Background: an optimization exercise with open tools, aiming at small area. Do not read the settings as production practice. Where RTL was checked, it was by simulation tests only, not by an equivalence proof against the original. No activity file was given, so power comes from the tool's default toggle rates.

==> inputs of 06-19 <==
// frame_ctrl_top
module frame_ctrl_top (
    input  logic                                              clk,
    input  logic                                              rst_n,
    input  logic                                              start,
    input  frame_ctrl_pkg::frm_idx_t                          frm_index,
    input  frame_ctrl_pkg::addr_t                             dma_addr,
    output logic                                              mm2s_cmd_valid,
    input  logic                                              mm2s_cmd_ready,
    output logic [71:0]                                       mm2s_cmd,
    input  logic                                              s_tvalid,
    output logic                                              s_tready,
    input  frame_ctrl_pkg::byte_t                             s_tdata,
    input  logic                                              s_tlast,
    output logic                                              s2mm_cmd_valid,
    input  logic                                              s2mm_cmd_ready,
    output logic [71:0]                                       s2mm_cmd,
    output logic                                              m_tvalid,
    input  logic                                              m_tready,
    output frame_ctrl_pkg::byte_t                             m_tdata,
    output logic                                              m_tkeep,
    output logic                                              m_tlast,
    output logic                                              core_valid,
    input  logic                                              core_finish,
    output logic [3*(8+8*9+1)-1:0] fm_wr,
    output logic [4*8-1:0]                 fm_rd_addr,
    input  logic [4*8*9-1:0]           fm_dout,
    output logic                                              irq
);
==> flow/config.mk <==
export PLATFORM = sky130hd
export DESIGN_NAME = frame_ctrl_top
export DESIGN_NICKNAME = frame_ctrl_top
export VERILOG_FILES = /design/flow/design.v
export SDC_FILE = /design/flow/constraint.sdc
export NUM_CORES = 4
export LEC_CHECK = 0
export CAP_MARGIN = 20
export CORE_AREA = 2 2 298 238
export DIE_AREA = 0 0 300 240
export GPL_TIMING_DRIVEN = 0
export SLEW_MARGIN = 20
==> flow/constraint.sdc <==
create_clock -name core_clock -period 6.0 [get_ports {clk}]
set_input_delay 1.2000 -clock core_clock [delete_from_list [all_inputs] [get_ports {clk}]]
set_output_delay 1.2000 -clock core_clock [all_outputs]
set_load 0.01 [all_outputs]
standard.sh (not shown) runs the stock make flow with config.mk's settings and CLKGATE_MAP_FILE= SYNTH_SCRIPT=/design/flow/synth_recipe.tcl, a recipe that flattens the netlist after the stock synthesis.
==> flow/flow/run.sh <==
#!/bin/bash
# The standard layout (standard.sh: ORFS synthesis to finish) with these
# layout choices changed:
#  - ABC maps the combinational logic for area (flow/abc_area_map.script in
#    place of ORFS's abc_speed.script; registers are mapped as before)
#  - port buffers use the smallest buffer cell instead of ORFS's default pick
#  - the clock tree uses clkbuf_8 with clusters of at most 16 sinks and no
#    dummy loads
#  - tie cells are not duplicated per load
# standard.sh's own output goes to standard.log here; ORFS writes each tool's
# full log under orfs/logs/.
set -e
rm -rf scripts
cp -r "$FLOW_HOME/scripts" scripts
cp flow/abc_area_map.script scripts/abc_speed.script
export SCRIPTS_DIR="$PWD/scripts"
export BUFFER_PORTS_ARGS="-buffer_cell sky130_fd_sc_hd__buf_1"
export CTS_ARGS="-sink_clustering_enable -repair_clock_nets -dont_use_dummy_load -buf_list sky130_fd_sc_hd__clkbuf_8 -sink_clustering_size 16 -sink_clustering_max_diameter 50"
export SKIP_REPAIR_TIE_FANOUT=1
export REMOVE_ABC_BUFFERS=1
bash standard.sh > standard.log 2>&1
==> flow/flow/abc_area_map.script <==
strash
dch -f
amap
strash
dch -f
amap
topo
dnsize -c
==> inputs of 07-02, as changes to 06-19 <==
--- a/flow/design.v
+++ b/flow/design.v
@@ -97,15 +97,18 @@
     always_ff @(posedge clk or negedge rst_n) begin
         if (!rst_n) st <= S_IDLE;
         else        st <= st_nx;
     end
     always_ff @(posedge clk) begin
         if (st == S_GO) da <= dma_addr;
     end
-    assign fi = sl[0][0];
+    always_ff @(posedge clk) begin
+        if (st == S_GO)      fi <= frm_index;
+        else if (st == S_CV) fi <= 8'(17);
+    end
     logic [11:0] lo_sum;
     logic [4:0]  hi_inc;
     always_comb begin
         lo_sum = {1'b0, da[26:16]} + {2'd0, fi, 2'b00} + {3'd0, fi, 1'b0};
         hi_inc = da[31:27] + 1'b1;
         ahi = {lo_sum[11] ? hi_inc : da[31:27], lo_sum[10:0]};
     end
@@ -140,21 +143,15 @@
     always_comb begin
         for (int j = 0; j < 3; j++) lcol[j] = (w[2:1] == 2'(j));
         lcol[3] = 1'b0;
         lslot = {bv[7:0], bz};
     end
     for (genvar j = 0; j < 3; j++) begin : g_col
         for (genvar i = 0; i < 8; i++) begin : g_slot
-            if (i == 0 && j == 0) begin : g_cfg
-                always_ff @(posedge clk) begin
-                    if (st == S_GO)                     sl[j][i] <= frm_index;
-                    else if (st == S_CV)                sl[j][i] <= 8'(17);
-                    else if (beat && lcol[j] && lslot[i]) sl[j][i] <= s_tdata;
-                end
-            end else if (i < 6) begin : g_plain
+            if (i < 6) begin : g_plain
                 always_ff @(posedge clk) begin
                     if (beat && lcol[j] && lslot[i]) sl[j][i] <= s_tdata;
                 end
             end else begin : g_clr
                 always_ff @(posedge clk) begin
                     if (beat && lcol[j] && (lslot[i] || lslot[8]))
                         sl[j][i] <= lslot[8] ? 8'h00 : s_tdata;
--- a/flow/flow/run.sh
+++ b/flow/flow/run.sh
@@ -11,11 +11,10 @@
 # full log under orfs/logs/.
 set -e
 rm -rf scripts
 cp -r "$FLOW_HOME/scripts" scripts
 cp flow/abc_area_map.script scripts/abc_speed.script
 export SCRIPTS_DIR="$PWD/scripts"
 export BUFFER_PORTS_ARGS="-buffer_cell sky130_fd_sc_hd__buf_1"
-export CTS_ARGS="-sink_clustering_enable -repair_clock_nets -dont_use_dummy_load -buf_list sky130_fd_sc_hd__clkbuf_8 -sink_clustering_size 16 -sink_clustering_max_diameter 50"
+export CTS_ARGS="-sink_clustering_enable -repair_clock_nets -dont_use_dummy_load -buf_list sky130_fd_sc_hd__clkbuf_16 -sink_clustering_size 24 -sink_clustering_max_diameter 60"
 export SKIP_REPAIR_TIE_FANOUT=1
-export REMOVE_ABC_BUFFERS=1
 bash standard.sh > standard.log 2>&1
- GPL_TIMING_DRIVEN: 0 -> not set
==> inputs of 09-20, as changes to 06-19 <==
--- a/flow/design.v
+++ b/flow/design.v
@@ -97,21 +97,31 @@
     always_ff @(posedge clk or negedge rst_n) begin
         if (!rst_n) st <= S_IDLE;
         else        st <= st_nx;
     end
     always_ff @(posedge clk) begin
         if (st == S_GO) da <= dma_addr;
     end
-    assign fi = sl[0][0];
-    logic [11:0] lo_sum;
-    logic [4:0]  hi_inc;
+    always_ff @(posedge clk) begin
+        if (st == S_GO)      fi <= frm_index;
+        else if (st == S_CV) fi <= 8'(17);
+    end
+    logic [15:0] ax, ay, az, cs, cc;
+    logic [16:0] rc;
     always_comb begin
-        lo_sum = {1'b0, da[26:16]} + {2'd0, fi, 2'b00} + {3'd0, fi, 1'b0};
-        hi_inc = da[31:27] + 1'b1;
-        ahi = {lo_sum[11] ? hi_inc : da[31:27], lo_sum[10:0]};
+        ax = da[31:16];
+        ay = {6'd0, fi, 2'b00};
+        az = {7'd0, fi, 1'b0};
+        cs = ax ^ ay ^ az;
+        cc = {(ax[14:0] & ay[14:0]) | (ax[14:0] & az[14:0]) | (ay[14:0] & az[14:0]), 1'b0};
+        rc[0] = 1'b0;
+        for (int i = 0; i < 16; i++) begin
+            ahi[i]  = cs[i] ^ cc[i] ^ rc[i];
+            rc[i+1] = (cs[i] & cc[i]) | (cs[i] & rc[i]) | (cc[i] & rc[i]);
+        end
     end
     assign mm2s_cmd = {8'h00, ahi, da[15:0], 8'h00, 1'b0, 23'(100)};
     assign s2mm_cmd = {8'h00, ahi, da[15:0], 8'h00, 1'b0, 23'(288)};
     always_ff @(posedge clk or negedge rst_n) begin
         if (!rst_n) begin
             bv <= '0;
             w  <= '0;
@@ -140,21 +150,15 @@
     always_comb begin
         for (int j = 0; j < 3; j++) lcol[j] = (w[2:1] == 2'(j));
         lcol[3] = 1'b0;
         lslot = {bv[7:0], bz};
     end
     for (genvar j = 0; j < 3; j++) begin : g_col
         for (genvar i = 0; i < 8; i++) begin : g_slot
-            if (i == 0 && j == 0) begin : g_cfg
-                always_ff @(posedge clk) begin
-                    if (st == S_GO)                     sl[j][i] <= frm_index;
-                    else if (st == S_CV)                sl[j][i] <= 8'(17);
-                    else if (beat && lcol[j] && lslot[i]) sl[j][i] <= s_tdata;
-                end
-            end else if (i < 6) begin : g_plain
+            if (i < 6) begin : g_plain
                 always_ff @(posedge clk) begin
                     if (beat && lcol[j] && lslot[i]) sl[j][i] <= s_tdata;
                 end
             end else begin : g_clr
                 always_ff @(posedge clk) begin
                     if (beat && lcol[j] && (lslot[i] || lslot[8]))
                         sl[j][i] <= lslot[8] ? 8'h00 : s_tdata;
@@ -176,19 +180,16 @@
     assign fm_wr[242]     = beat && ((lcol[2] && lslot[8]) || s_tlast);
     assign fm_wr[241:234] = {6'd0, w[4:3]};
     assign fm_wr[233:162] = {sl[2][0], sl[2][1], sl[2][2], sl[2][3], sl[2][4], sl[2][5],
                              sl[2][6], sl[2][7], low_byte};
     assign m_tlast = bv[8] && (w == 5'd31);
     assign m_tkeep = 1'b1;
     logic [3:0] scol;
-    logic [7:0] cbyte [0:3];
     always_comb begin
         for (int c = 0; c < 4; c++) scol[c] = (w[2:1] == 2'(c));
-        for (int c = 0; c < 4; c++) begin
-            cbyte[c] = '0;
+        m_tdata = '0;
+        for (int c = 0; c < 4; c++)
             for (int i = 0; i < 9; i++)
-                cbyte[c] = cbyte[c] | ({8{bv[i]}} & fm_dout[72*c + 8*(8-i) +: 8]);
-        end
-        m_tdata = cbyte[w[2:1]];
+                m_tdata = m_tdata | ({8{scol[c] & bv[i]}} & fm_dout[72*c + 8*(8-i) +: 8]);
     end
     assign fm_rd_addr = {4{5'd0, w[4:3], w[0]}};
 endmodule
==> flow/flow/run.sh (replaced) <==
#!/bin/bash
# The standard layout (standard.sh: ORFS synthesis to finish) with three
# layout choices changed:
#  - port buffers use the smallest buffer cell instead of ORFS's default pick
#  - the clock tree uses clkbuf_8 with clusters of at most 16 sinks and no
#    dummy loads
#  - tie cells are not duplicated per load
# standard.sh's own output (every ORFS step) goes to standard.log here; ORFS
# writes each tool's full log under orfs/logs/.
export BUFFER_PORTS_ARGS="-buffer_cell sky130_fd_sc_hd__buf_1"
export CTS_ARGS="-sink_clustering_enable -repair_clock_nets -dont_use_dummy_load -buf_list sky130_fd_sc_hd__clkbuf_8 -sink_clustering_size 16 -sink_clustering_max_diameter 50"
export SKIP_REPAIR_TIE_FANOUT=1
bash standard.sh > standard.log 2>&1
- GPL_TIMING_DRIVEN: 0 -> not set
removed: flow/flow/abc_area_map.script
==> inputs of 03-07, as changes to 06-19 <==
--- a/flow/design.v
+++ b/flow/design.v
@@ -97,22 +97,19 @@
     always_ff @(posedge clk or negedge rst_n) begin
         if (!rst_n) st <= S_IDLE;
         else        st <= st_nx;
     end
     always_ff @(posedge clk) begin
         if (st == S_GO) da <= dma_addr;
     end
-    assign fi = sl[0][0];
-    logic [11:0] lo_sum;
-    logic [4:0]  hi_inc;
-    always_comb begin
-        lo_sum = {1'b0, da[26:16]} + {2'd0, fi, 2'b00} + {3'd0, fi, 1'b0};
-        hi_inc = da[31:27] + 1'b1;
-        ahi = {lo_sum[11] ? hi_inc : da[31:27], lo_sum[10:0]};
+    always_ff @(posedge clk) begin
+        if (st == S_GO)      fi <= frm_index;
+        else if (st == S_CV) fi <= 8'(17);
     end
+    assign ahi = da[31:16] + {6'd0, fi, 2'b00} + {7'd0, fi, 1'b0};
     assign mm2s_cmd = {8'h00, ahi, da[15:0], 8'h00, 1'b0, 23'(100)};
     assign s2mm_cmd = {8'h00, ahi, da[15:0], 8'h00, 1'b0, 23'(288)};
     always_ff @(posedge clk or negedge rst_n) begin
         if (!rst_n) begin
             bv <= '0;
             w  <= '0;
         end else if (lx) begin
@@ -140,21 +137,15 @@
     always_comb begin
         for (int j = 0; j < 3; j++) lcol[j] = (w[2:1] == 2'(j));
         lcol[3] = 1'b0;
         lslot = {bv[7:0], bz};
     end
     for (genvar j = 0; j < 3; j++) begin : g_col
         for (genvar i = 0; i < 8; i++) begin : g_slot
-            if (i == 0 && j == 0) begin : g_cfg
-                always_ff @(posedge clk) begin
-                    if (st == S_GO)                     sl[j][i] <= frm_index;
-                    else if (st == S_CV)                sl[j][i] <= 8'(17);
-                    else if (beat && lcol[j] && lslot[i]) sl[j][i] <= s_tdata;
-                end
-            end else if (i < 6) begin : g_plain
+            if (i < 6) begin : g_plain
                 always_ff @(posedge clk) begin
                     if (beat && lcol[j] && lslot[i]) sl[j][i] <= s_tdata;
                 end
             end else begin : g_clr
                 always_ff @(posedge clk) begin
                     if (beat && lcol[j] && (lslot[i] || lslot[8]))
                         sl[j][i] <= lslot[8] ? 8'h00 : s_tdata;
@@ -176,19 +167,16 @@
     assign fm_wr[242]     = beat && ((lcol[2] && lslot[8]) || s_tlast);
     assign fm_wr[241:234] = {6'd0, w[4:3]};
     assign fm_wr[233:162] = {sl[2][0], sl[2][1], sl[2][2], sl[2][3], sl[2][4], sl[2][5],
                              sl[2][6], sl[2][7], low_byte};
     assign m_tlast = bv[8] && (w == 5'd31);
     assign m_tkeep = 1'b1;
     logic [3:0] scol;
-    logic [7:0] cbyte [0:3];
     always_comb begin
         for (int c = 0; c < 4; c++) scol[c] = (w[2:1] == 2'(c));
-        for (int c = 0; c < 4; c++) begin
-            cbyte[c] = '0;
+        m_tdata = '0;
+        for (int c = 0; c < 4; c++)
             for (int i = 0; i < 9; i++)
-                cbyte[c] = cbyte[c] | ({8{bv[i]}} & fm_dout[72*c + 8*(8-i) +: 8]);
-        end
-        m_tdata = cbyte[w[2:1]];
+                m_tdata = m_tdata | ({8{scol[c] & bv[i]}} & fm_dout[72*c + 8*(8-i) +: 8]);
     end
     assign fm_rd_addr = {4{5'd0, w[4:3], w[0]}};
 endmodule
==> flow/flow/run.sh (replaced) <==
#!/bin/bash
export BUFFER_PORTS_ARGS="-buffer_cell sky130_fd_sc_hd__buf_1"
export CTS_ARGS="-sink_clustering_enable -repair_clock_nets -dont_use_dummy_load -buf_list sky130_fd_sc_hd__clkbuf_8 -sink_clustering_size 16 -sink_clustering_max_diameter 50"

bash standard.sh > standard.log 2>&1
- GPL_TIMING_DRIVEN: 0 -> not set
removed: flow/flow/abc_area_map.script
==> summary.txt <==
07-02 went through all stages and came out clean. 06-19 completed with no timing, DRC or antenna violations. 09-20 reached the layout checks and failed them: setup timing. 03-07 passed the timing, DRC and antenna checks.
Against 06-19, the synthesized cell count of 09-20 is larger by about 13%.
Between 06-19 and 03-07, the lower register-to-register slack is in 06-19 (gap 0.19 ns).
The highest clock skew belongs to 09-20, the lowest to 07-02.
Between 09-20 and 07-02, the lower combinational power is in 07-02 (gap 8.5%, measured against 07-02).
The lowest sequential share of layout area belongs to 03-07, the highest to 07-02.
For 09-20, only the layout was checked, not whether the RTL still works.

==> static timing again, ports no longer ideal <==
How much do the figures lean on ideal ports? The routed layouts below were timed once more, with nothing changed but the port constraints.
Step 1 (the two cells are an assumption about what drives the block):
set clk [get_ports {clk}]
set_driving_cell -lib_cell sky130_fd_sc_hd__clkbuf_16 $clk
set_driving_cell -lib_cell sky130_fd_sc_hd__buf_2 [delete_from_list [all_inputs] $clk]
Step 2 also shifts input and output timing later by t, the mid clock arrival at the registers, as if the neighbouring blocks saw the same clock.
Three values: ideal ports, drivers, drivers and shift; two values: the first two.
run | shift t [ns] | setup WS [ns] | worst hold slack (ns) | worst setup path at the end | pins driven straight from the clock port
06-19 | 0.617 | 0.851 / 0.797 / 1.295 | 0.583 / 0.579 / 0.619 | input to output | 1
07-02 | 0.564 | 1.027 / 0.968 / 1.522 | 0.621 / 0.611 / 0.642 | input to output | 1
09-20 | 0.625 | -0.565 / -0.622 / 0.003 | 0.528 / 0.520 / 0.692 | register to output | 1
03-07 | 0.615 | 1.411 / 1.358 / 1.726 | 0.566 / 0.536 / 0.663 | input to output | 1
